What follows belongs to an exercise in optimizing a design on an open flow for a short achievable clock period and few clock cycles; a production flow would make more cautious choices.
The RTL was checked by simulation tests, not by an equivalence proof against the original design.
Power figures rest on the tool's default switching activity, not on a simulated workload.

==> design/flow/design.v <==
package nsa_pkg;
    localparam int NUM_SLOTS_DEF = 64;
    localparam int NUM_PORTS     = 2;
    localparam int PORTS_W = 2;
    localparam int CHAN_W  = 4;
    localparam int DATA_W  = 7;
    localparam int SLOT_W  = 6;
    localparam int TIME_W  = 32;
    localparam int INFO_W  = 1 + CHAN_W + DATA_W + 1;
    localparam logic [3:0] CMD_NOTE_ON  = 4'h9;
    localparam logic [3:0] CMD_NOTE_OFF = 4'h8;
    localparam logic [3:0] CMD_CTRL     = 4'hB;
    typedef enum logic [1:0] {
        REQ_PLAY = 2'd0,
        REQ_STOP = 2'd1,
        REQ_CC   = 2'd2,
        REQ_ALL  = 2'd3
    } req_kind_t;
    typedef enum logic [1:0] {
        OC_SENT       = 2'd0,
        OC_PORT_OFF   = 2'd1,
        OC_FULL       = 2'd2,
        OC_NOT_ACTIVE = 2'd3
    } outcome_t;
    typedef enum logic [2:0] {
        ST_INIT,
        ST_IDLE,
        ST_DECIDE,
        ST_REL_A,
        ST_REL_B,
        ST_REL_C
    } state_t;
    typedef struct packed {
        req_kind_t           req_type;
        logic                port;
        logic [CHAN_W-1:0]   channel;
        logic [DATA_W-1:0]   key;
        logic [DATA_W-1:0]   controller;
        logic [DATA_W-1:0]   value;
        logic [SLOT_W-1:0]   slot;
        logic [TIME_W-1:0]   time_stamp;
    } req_t;
    typedef struct packed {
        logic                send_valid;
        logic [7:0]          status_byte;
        logic [DATA_W-1:0]   data_one;
        logic [DATA_W-1:0]   data_two;
        logic                out_port;
        logic [TIME_W-1:0]   out_time;
        logic [SLOT_W-1:0]   handle;
        outcome_t            outcome;
        logic                last;
    } result_t;
    typedef struct packed {
        logic                active;
        logic [CHAN_W-1:0]   channel;
        logic [DATA_W-1:0]   key;
        logic                port;
    } slot_info_t;
endpackage
module nsa_ram #(
    parameter int WIDTH = 8,
    parameter int DEPTH = 64,
    parameter int AW    = 6
) (
    input  logic             clk,
    input  logic             rd_en,
    input  logic [AW-1:0]    rd_addr,
    output logic [WIDTH-1:0] rd_data,
    input  logic             wr_en,
    input  logic [AW-1:0]    wr_addr,
    input  logic [WIDTH-1:0] wr_data
);
    logic [WIDTH-1:0] mem [DEPTH];
    always_ff @(posedge clk)
    begin
        if (rd_en)
        begin
            rd_data <= mem[rd_addr];
        end
    end
    always_ff @(posedge clk)
    begin
        if (wr_en)
        begin
            mem[wr_addr] <= wr_data;
        end
    end
endmodule
module nsa_ctrl #(
    parameter int NUM_SLOTS = nsa_pkg::NUM_SLOTS_DEF
) (
    input  logic         clk,
    input  logic         rst_n,
    input  logic         in_valid,
    input  logic [65:0]  in_data,
    output logic         in_take,
    input  logic [1:0]   port_enabled,
    input  logic         out_space,
    output logic         making,
    output logic         res_valid,
    output logic [65:0]  res
);
    localparam int N  = NUM_SLOTS;
    localparam int LV = $clog2(N);
    logic [5:0]   ring_slot [N];
    logic [11:0]  ring_info [N];     
    logic [N-1:0] pos_used;
    logic [N:0]   used_ext;
    logic         h_v, a_v, b_v, x_v;
    logic [65:0]  h_op, a_op, b_op, x_op;
    logic [N-1:0] a_e, b_g, x_g;
    logic [N-1:0] x_e;              
    assign used_ext = {1'b0, pos_used};
    logic [1:0]   x_kind;
    logic         x_play, x_stop, x_cc, x_all;
    logic         go, x_done, do_play, port_ok;
    logic [5:0]   rel_slot;
    logic [N-1:0] sh, ld, bz, at_free;
    assign x_kind = x_op[65:64];
    assign x_play = (x_kind == 2'd0);
    assign x_stop = (x_kind == 2'd1);
    assign x_cc   = (x_kind == 2'd2);
    assign x_all  = (x_kind == 2'd3);
    assign port_ok = port_enabled[x_op[0]];
    assign go       = x_v && out_space;
    assign making   = go;
    assign x_done   = go && !(x_all && pos_used[1]);
    assign do_play  = go && x_play && port_ok && !pos_used[N-1];
    assign rel_slot = x_all ? ring_slot[0] : x_op[31:26];
    always_comb
    begin
        for (int i = 0; i < N; i++)
        begin
            sh[i] = go && x_g[i] && used_ext[i + 1];
            ld[i] = go && x_g[i] && pos_used[i] && !used_ext[i + 1];
            bz[i] = go && x_g[i] && !used_ext[i + 1];
            at_free[i] = !pos_used[i] && ((i == 0) ? 1'b1 : pos_used[(i == 0) ? 0 : i - 1]);
        end
    end
    logic load_x, adv_b, adv_a, adv_h;
    assign load_x  = !x_v || x_done;
    assign adv_b   = load_x || !b_v;
    assign adv_a   = adv_b || !a_v;
    assign adv_h   = adv_a || !h_v;
    assign in_take = adv_h;
    logic [N-1:0] eq_h;
    logic         same_h, same_a, same_b;
    logic [N-1:0] e_a_c, g_b_c, pre_a, g_a_c;
    logic sx_h, sx_a, sx_b;
    assign same_h = x_all ? eq_h[0] : sx_h;
    assign same_a = x_all ? a_e[0]  : sx_a;
    assign same_b = x_all ? b_g[0]  : sx_b;
    always_ff @(posedge clk)
    begin
        if (load_x)
        begin
            sx_b <= (b_op[31:26] == a_op[31:26]);
            sx_a <= (b_op[31:26] == h_op[31:26]);
            sx_h <= (b_op[31:26] == in_data[31:26]);
        end
        else
        begin
            if (adv_b)
                sx_b <= (x_op[31:26] == a_op[31:26]);
            if (adv_a)
                sx_a <= (x_op[31:26] == h_op[31:26]);
            if (adv_h)
                sx_h <= (x_op[31:26] == in_data[31:26]);
        end
    end
    always_comb
    begin
        for (int i = 0; i < N; i++)
            eq_h[i] = (ring_slot[i] == h_op[31:26]);
    end
    logic [N-1:0] pre [LV+1];
    always_comb
    begin
        pre[0] = a_e;
        for (int k = 0; k < LV; k++)
        begin
            for (int i = 0; i < N; i++)
            begin
                if (i >= (1 << k))
                    pre[k+1][i] = pre[k][i] | pre[k][i - (1 << k)];
                else
                    pre[k+1][i] = pre[k][i];
            end
        end
        pre_a = pre[LV];
    end
    logic [N-1:0] e_h_c;
    always_comb
    begin
        for (int i = 0; i < N; i++)
        begin
            if (sh[i])
            begin
                e_h_c[i] = eq_h[(i + 1) % N];
                e_a_c[i] = a_e[(i + 1) % N];
                g_a_c[i] = pre_a[(i + 1) % N] && !same_a;
                g_b_c[i] = b_g[(i + 1) % N] && !same_b;
            end
            else
            begin
                e_h_c[i] = ld[i] ? same_h : eq_h[i];
                e_a_c[i] = ld[i] ? same_a : a_e[i];
                g_a_c[i] = pre_a[i] || (same_a && bz[i]);
                g_b_c[i] = b_g[i] || (same_b && bz[i]);
            end
        end
    end
    always_ff @(posedge clk or negedge rst_n)
    begin
        if (!rst_n)
        begin
            h_v <= 1'b0;
            a_v <= 1'b0;
            b_v <= 1'b0;
            x_v <= 1'b0;
        end
        else
        begin
            if (adv_h)
                h_v <= in_valid;
            if (adv_a)
                a_v <= h_v;
            if (adv_b)
                b_v <= a_v;
            if (load_x)
                x_v <= b_v;
        end
    end
    always_ff @(posedge clk)
    begin
        if (adv_h)
            h_op <= in_data;
        if (adv_a)
        begin
            a_op <= h_op;
            a_e  <= e_h_c;
        end
        else
        begin
            a_e  <= e_a_c;
        end
        if (adv_b)
        begin
            b_op <= a_op;
            b_g  <= g_a_c;
        end
        else
        begin
            b_g  <= g_b_c;
        end
        if (load_x)
        begin
            x_op <= b_op;
            if (b_op[65:64] == 2'd3)
                x_g <= '1;
            else if (b_op[65:64] == 2'd1)
                x_g <= g_b_c;
            else
                x_g <= '0;
        end
    end
    always_comb
    begin
        for (int i = 0; i < N; i++)
            x_e[i] = x_g[i] && ((i == 0) ? 1'b1 : !x_g[(i == 0) ? 0 : i - 1]);
    end
    always_ff @(posedge clk or negedge rst_n)
    begin
        if (!rst_n)
        begin
            pos_used <= '0;
            for (int i = 0; i < N; i++)
                ring_slot[i] <= 6'(i);
        end
        else
        begin
            for (int i = 0; i < N; i++)
            begin
                if (do_play)
                    pos_used[i] <= pos_used[i] || at_free[i];
                else
                    pos_used[i] <= pos_used[i] && !ld[i];
                if (sh[i])
                    ring_slot[i] <= ring_slot[(i + 1) % N];
                else if (ld[i])
                    ring_slot[i] <= rel_slot;
            end
        end
    end
    always_ff @(posedge clk)
    begin
        for (int i = 0; i < N; i++)
        begin
            if (sh[i])
                ring_info[i] <= ring_info[(i + 1) % N];
            else if (do_play && at_free[i])
                ring_info[i] <= {x_op[4:1], x_op[11:5], x_op[0]};
        end
    end
    localparam int NG = 8;
    localparam int GS = N / NG;
    logic [5:0]  front_part [NG];
    logic [11:0] info_part  [NG];
    logic [NG-1:0] hit_part;
    always_comb
    begin
        for (int g = 0; g < NG; g++)
        begin
            front_part[g] = '0;
            info_part[g]  = '0;
            hit_part[g]   = 1'b0;
            for (int j = 0; j < GS; j++)
            begin
                front_part[g] = front_part[g] | (ring_slot[g*GS+j] & {6{at_free[g*GS+j]}});
                info_part[g]  = info_part[g]  | (ring_info[g*GS+j] & {12{x_e[g*GS+j]}});
                hit_part[g]   = hit_part[g]   | (x_g[g*GS+j] & pos_used[g*GS+j]);
            end
        end
    end
    logic        w_play, w_stop, w_cc, w_all;
    logic        w_port_ok, w_full, w_last_all;
    logic [65:0] w_op;
    logic [5:0]  w_rel_slot;
    logic [5:0]  w_front_p [NG];
    logic [11:0] w_info_p  [NG];
    logic [NG-1:0] w_hit_p;
    logic        w_hit;
    logic [5:0]  w_front;
    logic [11:0] w_rel_info;
    always_ff @(posedge clk or negedge rst_n)
    begin
        if (!rst_n)
            res_valid <= 1'b0;
        else
            res_valid <= go;
    end
    always_ff @(posedge clk)
    begin
        w_op       <= x_op;
        w_play     <= x_play;
        w_stop     <= x_stop;
        w_cc       <= x_cc;
        w_all      <= x_all;
        w_port_ok  <= port_ok;
        w_full     <= pos_used[N-1];
        w_last_all <= !pos_used[1];
        w_rel_slot <= rel_slot;
        w_hit_p    <= hit_part;
        for (int g = 0; g < NG; g++)
        begin
            w_front_p[g] <= front_part[g];
            w_info_p[g]  <= info_part[g];
        end
    end
    always_comb
    begin
        w_hit      = |w_hit_p;
        w_front    = '0;
        w_rel_info = '0;
        for (int g = 0; g < NG; g++)
        begin
            w_front    = w_front | w_front_p[g];
            w_rel_info = w_rel_info | w_info_p[g];
        end
    end
    logic        r_sv;
    logic [7:0]  r_status;
    logic [6:0]  r_d1, r_d2;
    logic        r_port;
    logic [5:0]  r_handle;
    logic [1:0]  r_oc;
    logic        r_last;
    always_comb
    begin
        r_sv     = 1'b0;
        r_status = '0;
        r_d1     = '0;
        r_d2     = '0;
        r_port   = 1'b0;
        r_handle = '0;
        r_oc     = 2'd0;
        r_last   = 1'b1;
        if (w_play || w_cc)
        begin
            if (!w_port_ok)
                r_oc = 2'd1;
            else if (w_play && w_full)
                r_oc = 2'd2;
            else
            begin
                r_sv     = 1'b1;
                r_status = {w_play ? 4'h9 : 4'hB, w_op[4:1]};
                r_d1     = w_play ? w_op[11:5] : w_op[18:12];
                r_d2     = w_op[25:19];
                r_port   = w_op[0];
                r_handle = w_play ? w_front : 6'd0;
            end
        end
        else if (w_hit)
        begin
            r_sv     = 1'b1;
            r_status = {4'h8, w_rel_info[11:8]};
            r_d1     = w_rel_info[7:1];
            r_port   = w_rel_info[0];
            r_handle = w_rel_slot;
            r_last   = w_stop || w_last_all;
        end
        else if (w_stop)
        begin
            r_oc     = 2'd3;
            r_handle = w_op[31:26];
        end
    end
    assign res = {r_last, r_sv, 1'b0, r_oc, r_handle, w_op[63:32], r_port, r_d2, r_d1, r_status};
endmodule
module midi_note_slot_allocator #(
    parameter int NUM_SLOTS = nsa_pkg::NUM_SLOTS_DEF
) (
    input  logic        clk,
    input  logic        rst_n,
    input  logic        s_tvalid,
    output logic        s_tready,
    input  logic [63:0] s_tdata,
    input  logic [1:0]  s_tuser,
    output logic        m_tvalid,
    input  logic        m_tready,
    output logic [63:0] m_tdata,
    output logic [0:0]  m_tuser,
    output logic        m_tlast,
    input  logic        cfg_we,
    input  logic [1:0]  cfg_wdata
);
    logic [1:0]  port_en_reg;
    logic [65:0] in_reg;
    logic        in_v;
    logic        rdy_reg;
    logic [65:0] q0, q1;
    logic [1:0]  q_cnt, q_cnt_next;
    logic        take, deq, enq;
    logic        res_valid;
    logic [65:0] res;
    logic        space_reg;
    logic [65:0] out_reg;
    logic        out_v;
    logic [65:0] f0, f1, f2;
    logic [1:0]  f_cnt, f_cnt_next;
    logic [1:0]  f_rp, f_wp, f_rp_next;
    logic        pop;
    logic [65:0] head_next;
    logic        making;
    assign s_tready = rdy_reg;
    always_ff @(posedge clk)
    begin
        in_reg <= {s_tuser, s_tdata};
    end
    assign deq        = take && (q_cnt != 2'd0);
    assign enq        = in_v && !(take && (q_cnt == 2'd0));
    assign q_cnt_next = q_cnt + {1'b0, enq} - {1'b0, deq};
    always_ff @(posedge clk or negedge rst_n)
    begin
        if (!rst_n)
        begin
            port_en_reg <= '0;
            in_v        <= 1'b0;
            q_cnt       <= '0;
        end
        else
        begin
            if (cfg_we)
                port_en_reg <= cfg_wdata;
            in_v    <= s_tvalid && rdy_reg;
            q_cnt   <= q_cnt_next;
        end
    end
    always_ff @(posedge clk)
    begin
        rdy_reg <= (q_cnt_next == 2'd0)
                   || ((q_cnt_next == 2'd1) && !(s_tvalid && rdy_reg));
    end
    always_ff @(posedge clk)
    begin
        if (deq)
        begin
            q0 <= (q_cnt == 2'd2) ? q1 : in_reg;
            q1 <= in_reg;
        end
        else if (enq)
        begin
            if (q_cnt == 2'd0)
                q0 <= in_reg;
            q1 <= in_reg;
        end
    end
    nsa_ctrl #(.NUM_SLOTS(NUM_SLOTS)) u_ctrl (
        .clk          (clk),
        .rst_n        (rst_n),
        .in_valid     ((q_cnt != 2'd0) || in_v),
        .in_data      ((q_cnt != 2'd0) ? q0 : in_reg),
        .in_take      (take),
        .port_enabled (port_en_reg),
        .out_space    (space_reg),
        .making       (making),
        .res_valid    (res_valid),
        .res          (res)
    );
    assign pop        = (f_cnt != 2'd0) && m_tready;
    assign f_cnt_next = f_cnt + {1'b0, res_valid} - {1'b0, pop};
    assign f_rp_next  = !pop ? f_rp : ((f_rp == 2'd2) ? 2'd0 : f_rp + 2'd1);
    always_comb
    begin
        if ((f_cnt == 2'd0) || ((f_cnt == 2'd1) && pop))
            head_next = res;
        else
        begin
            case (f_rp_next)
                2'd0:    head_next = f0;
                2'd1:    head_next = f1;
                default: head_next = f2;
            endcase
        end
    end
    always_ff @(posedge clk or negedge rst_n)
    begin
        if (!rst_n)
        begin
            out_v      <= 1'b0;
            f_cnt     <= '0;
            f_rp      <= '0;
            f_wp      <= '0;
            space_reg <= 1'b1;
        end
        else
        begin
            out_v      <= (f_cnt_next != 2'd0);
            f_cnt <= f_cnt_next;
            f_rp  <= f_rp_next;
            if (res_valid)
                f_wp <= (f_wp == 2'd2) ? 2'd0 : f_wp + 2'd1;
            space_reg <= ({1'b0, f_cnt_next} + {1'b0, making}) <= 3'd2;
        end
    end
    always_ff @(posedge clk)
    begin
        out_reg <= head_next;
        if (res_valid)
        begin
            case (f_wp)
                2'd0:    f0 <= res;
                2'd1:    f1 <= res;
                default: f2 <= res;
            endcase
        end
    end
    assign m_tvalid = out_v;
    assign m_tdata  = out_reg[63:0];
    assign m_tuser  = out_reg[64];
    assign m_tlast  = out_reg[65];
endmodule
==> design/flow/run.sh <==
#!/bin/bash
# synth_recipe.tcl (not shown) runs the flow's synth.tcl, then flattens the netlist and writes it again
# the make line also repeats each setting of config.mk as NAME=value (left out here)
make -C /OpenROAD-flow-scripts/flow DESIGN_CONFIG=/design/flow/config.mk WORK_HOME=/design/flow/orfs CLKGATE_MAP_FILE= SYNTH_SCRIPT=/design/flow/synth_recipe.tcl finish
==> design/flow/config.mk <==
export PLATFORM = sky130hd
export DESIGN_NAME = midi_note_slot_allocator
export DESIGN_NICKNAME = midi_note_slot_allocator
export VERILOG_FILES = /design/flow/design.v
export SDC_FILE = /design/flow/constraint.sdc
export NUM_CORES = 4
export LEC_CHECK = 0
export ABC_CLOCK_PERIOD_IN_PS = 2000
export CAP_MARGIN = 35
export CORE_MARGIN = 2
export CORE_UTILIZATION = 60
export GPL_TIMING_DRIVEN = 1
export PLACE_DENSITY = 0.65
export SETUP_SLACK_MARGIN = 4.9
export SLEW_MARGIN = 35
export TNS_END_PERCENT = 50
==> design/flow/constraint.sdc <==
create_clock -name core_clock -period 7.5 [get_ports {clk}]
set_input_delay 1.5000 -clock core_clock [delete_from_list [all_inputs] [get_ports {clk}]]
set_output_delay 1.5000 -clock core_clock [all_outputs]
set_load 0.01 [all_outputs]
==> run summary <==
cells in the final DEF (no fill, tap or decap), drive strengths merged, types with 34 or more instances in the layout:
cell           instances
xnor2                161
o22ai                335
and2                 102
a21oi                344
a22oi                641
inv                   58
o31ai                 50
dfxtp                422
nor4                 113
a211oi                85
dfrtp                273
o21ai                570
nand3                267
buf                  427
nand4                159
xor2                 245
a22o                  34
and3                  69
clkdlybuf4s50         70
dfstp                193
nor2                 827
mux2                 824
nor3                 112
nor2b                122
nand2               1139
clkbuf               363
clkinv                78
o21a                  68
edfxtp              1484
a31oi                317
how the worst max path moves through the flow:
stage | slack [ns] | depth (start not counted) | to
final | 4.50 | 10 | u_ctrl.a_e[38]
after detailed placement | 3.34 | 11 | space_reg
after global placement | 3.27 | 8 | out_reg[38]
after global routing | 4.45 | 10 | u_ctrl.a_e[38]
after CTS | 4.43 | 1 | m_tvalid
after floorplan | 3.91 | 2 | f1[0]
timing repair:
| action | in CTS | in global routing |
|---|---|---|
| gates resized for setup | 704 | 341 |
| hold endpoints to repair | 0 | 0 |
| gates cloned | 13 | 58 |
| endpoints found under the setup margin | 2737 | 1488 |
| buffers inserted | 55 | 77 |
| pin swaps | 19 | 74 |
cell families (layout without fill, tap and decap cells):
logic type      after synthesis  after routing
fa+ha+maj                     8              8
buf+inv                     991           1037
xor+xnor                    406            406
other cells                   1              7
mux                         846            847
compound gates             2607           2607
simple gates               2910           2955
flops                      2372           2372
critical path, stage by stage (launching register included):
cell and delay (ns):
dfstp_4 0.67, buf_12 0.13, buf_16 0.14, buf_12 0.14
and3_2 0.41, nand2_1 0.38, buf_4 0.41, nor2_1 0.13
a211oi_1 0.06, a21oi_1 0.16, o31ai_1 0.08
metal layers:
layer  track usage  vias up  wire length [um]
li1              -    37600                 -
met5             0        -               178
met1         0.520    43700            148000
met4         0.194       20             23500
met3        0.0945     1278             44400
met2         0.574     5915            170000
area by class of cell:
class,count,area [um2]
fill,13600,56800
sequential,2372,65100
tap,2480,3100
clock inverter,105,1450
inverter,67,332
antenna,5,12.5
timing repair inverter,2,17.5
multi-input combinational,6825,45900
timing repair buffer,515,5820
clock buffer,348,6720
power by group:
| group | switching, mW | internal (mW) | total (mW) |
|---|---|---|---|
| combinational | 13.9 | 7.54 | 21.5 |
| clock | 5.32 | 7.14 | 12.5 |
| sequential | 2.23 | 18.7 | 20.9 |
==> flow_summary.toml <==
[sta]
finalCriticalPeriod_ns = 3.00
setup_violations = 0
finClkSkew_ns = 0.0427
max_slew_margin = 0.217
tightestPinTransition_ns = 1.17
fin_ws_ns = 4.50
setup_tns_ns = 0
hold_ws_ns = 0.339
hold_violations = 0
fmax_ghz = 0.334
rsz0062_at_grt = "true"
slew_violations = 0
layout_worst_path_cycle_share = 0.400

[power]
power_density_nw_per_um2 = 427
leakage_nw = 45.9
power_mw = 54.9
vdd_drop_max_uv = 465

[synth]
yosysSeqAreaShare = 0.581
synth_most_common_cell = "edfxtp_1"
synthAdderAreaFrac = 0.000895
synth_area_leaders = "edfxtp_1 40%, mux2_2 7.8%, dfxtp_1 7.6%"
synthCells = 10100
synth_xor_area_frac = 0.0318
async_flop_share = 0.196
synth.ff_latch_count = 2372
synth.distinct_cells = 87
synth_compound_gate_area_share = 0.149
synth_area_leader_cell = "edfxtp_1"
synth_area_um2 = 112000
yosys.area.top_type_share = 0.399
synth_mux_area_frac = 0.0850
yosys_most_used_dff = "edfxtp_1"
yosys_warnings = 9
synth_top_family_by_area = "compound AO/OA/AOI/OAI gates"
synthSimpleGateAreaFrac = 0.117
syn_area_per_cell_um2 = 11.0
synth-edff-count = 1484
synth_common_cells = "1484 x edfxtp_1, 1095 x nand2_1, 827 x nor2_1, 777 x mux2_2, 712 x clkbuf_1"

[critical_path]
crit_required_ns = 8.14
critPathArrivalTime_ns = 3.64
reg2reg_depth = 10
endpoint_kind = "flip-flop"
startpoint_type = "flip-flop"
rr_endpoint = "u_ctrl.a_e[38]"
crit_type = "flip-flop to flip-flop"
worstSetupStartpoint = "space_reg"
rr_startpoint = "space_reg"
worstPathMaxFanout = 21
ff2ff_setup_slack_ns = 4.50

[global_routing]
overflow = 0
antenna_found_initial = 18
grt_pass1_vias = 83100
grt_usage = 0.383
grt_pass1_wl_mm = 549
grt_max_degree = 193

[detailed_routing]
viasPerCell = 6.96
vias = 88500
drt-wirelength-per-cell_um = 30.4
drtIter0Drc = 13000
ant_nets = 0
drc = 0
firstDrtPassIters = 7
wl_mm = 386

[job]
drv_cap = 0

[cts]
clock_tree.buffer_depth = 3
tritoncts = "done"
clk_pin_slew_ns = 0.07
cts-hold-fix-buffers = 0
cts_sinks = 2372
htree_num_levels = 4
numCtsBuffers = 236
clock_latency_ns = 0.93
clockRootBuffer = "clkbuf_16"

[placed_design]
portBuffers = 138
pre_cts_ws_ns = 3.34
dpl.hpwl_mm = 235
placed_cell_area_um2 = 115000
gp_congestion = 0.981
dp.cells = 12100

[min_path]
hold_end = "u_ctrl.w_op[32]"
hold_class = "flip-flop to flip-flop"
hp-start = "u_ctrl.x_op[32]"
min_path_cells = 0

[floorplan]
fp.dieW_um = 436
pin_count = 141
coreArea_um2 = 185000
dieHeight_um = 436
die_area_um2 = 190000
rows = 158
start_util = 0.603

[layout]
syn_to_final_growth_pct = 14.9
final_cell_count_no_fill = 12700
largest_register_ff_count = 768
fin_util = 0.693
largest_registers = "u_ctrl.ring_info x768, u_ctrl.ring_slot x384, u_ctrl.w_info_p x96"
final_area_um2 = 128000
final_nets = 10100
drive_gt1_frac = 0.221
max_flop_register = "u_ctrl.ring_info"

[outcome]
status = "complete, no violations"
Testbench counts, summed over its fixed seeds: cycles 12,670.

-- afterwards: timing with drivers on the ports --
The flow's constraints put no driver on any port. The routed layout listed below was extracted and timed again, unchanged, in two steps.
Step 1 sets driving cells, clkbuf_16 on the clock port and buf_2 on the other inputs (assumed; they add their load-dependent delay and slew).
Step 2, shift: input delay + t, output delay - t, t = (earliest + latest rising clock arrival at the registers) / 2. This alone moves slack from input paths to output paths.
Three values: ideal ports, drivers, drivers and shift; two values: the first two.
shift t [ns]: 1.003
setup slack, ns: 4.503 / 4.410 / 4.027
hold slack, ns: 0.339 / 0.339 / 0.339
cell pins on the clock port's net: 1
After both steps setup and hold are still met in this run. For this run, drivers alone change the setup slack by -0.093 ns; drivers and shift together by -0.476 ns.
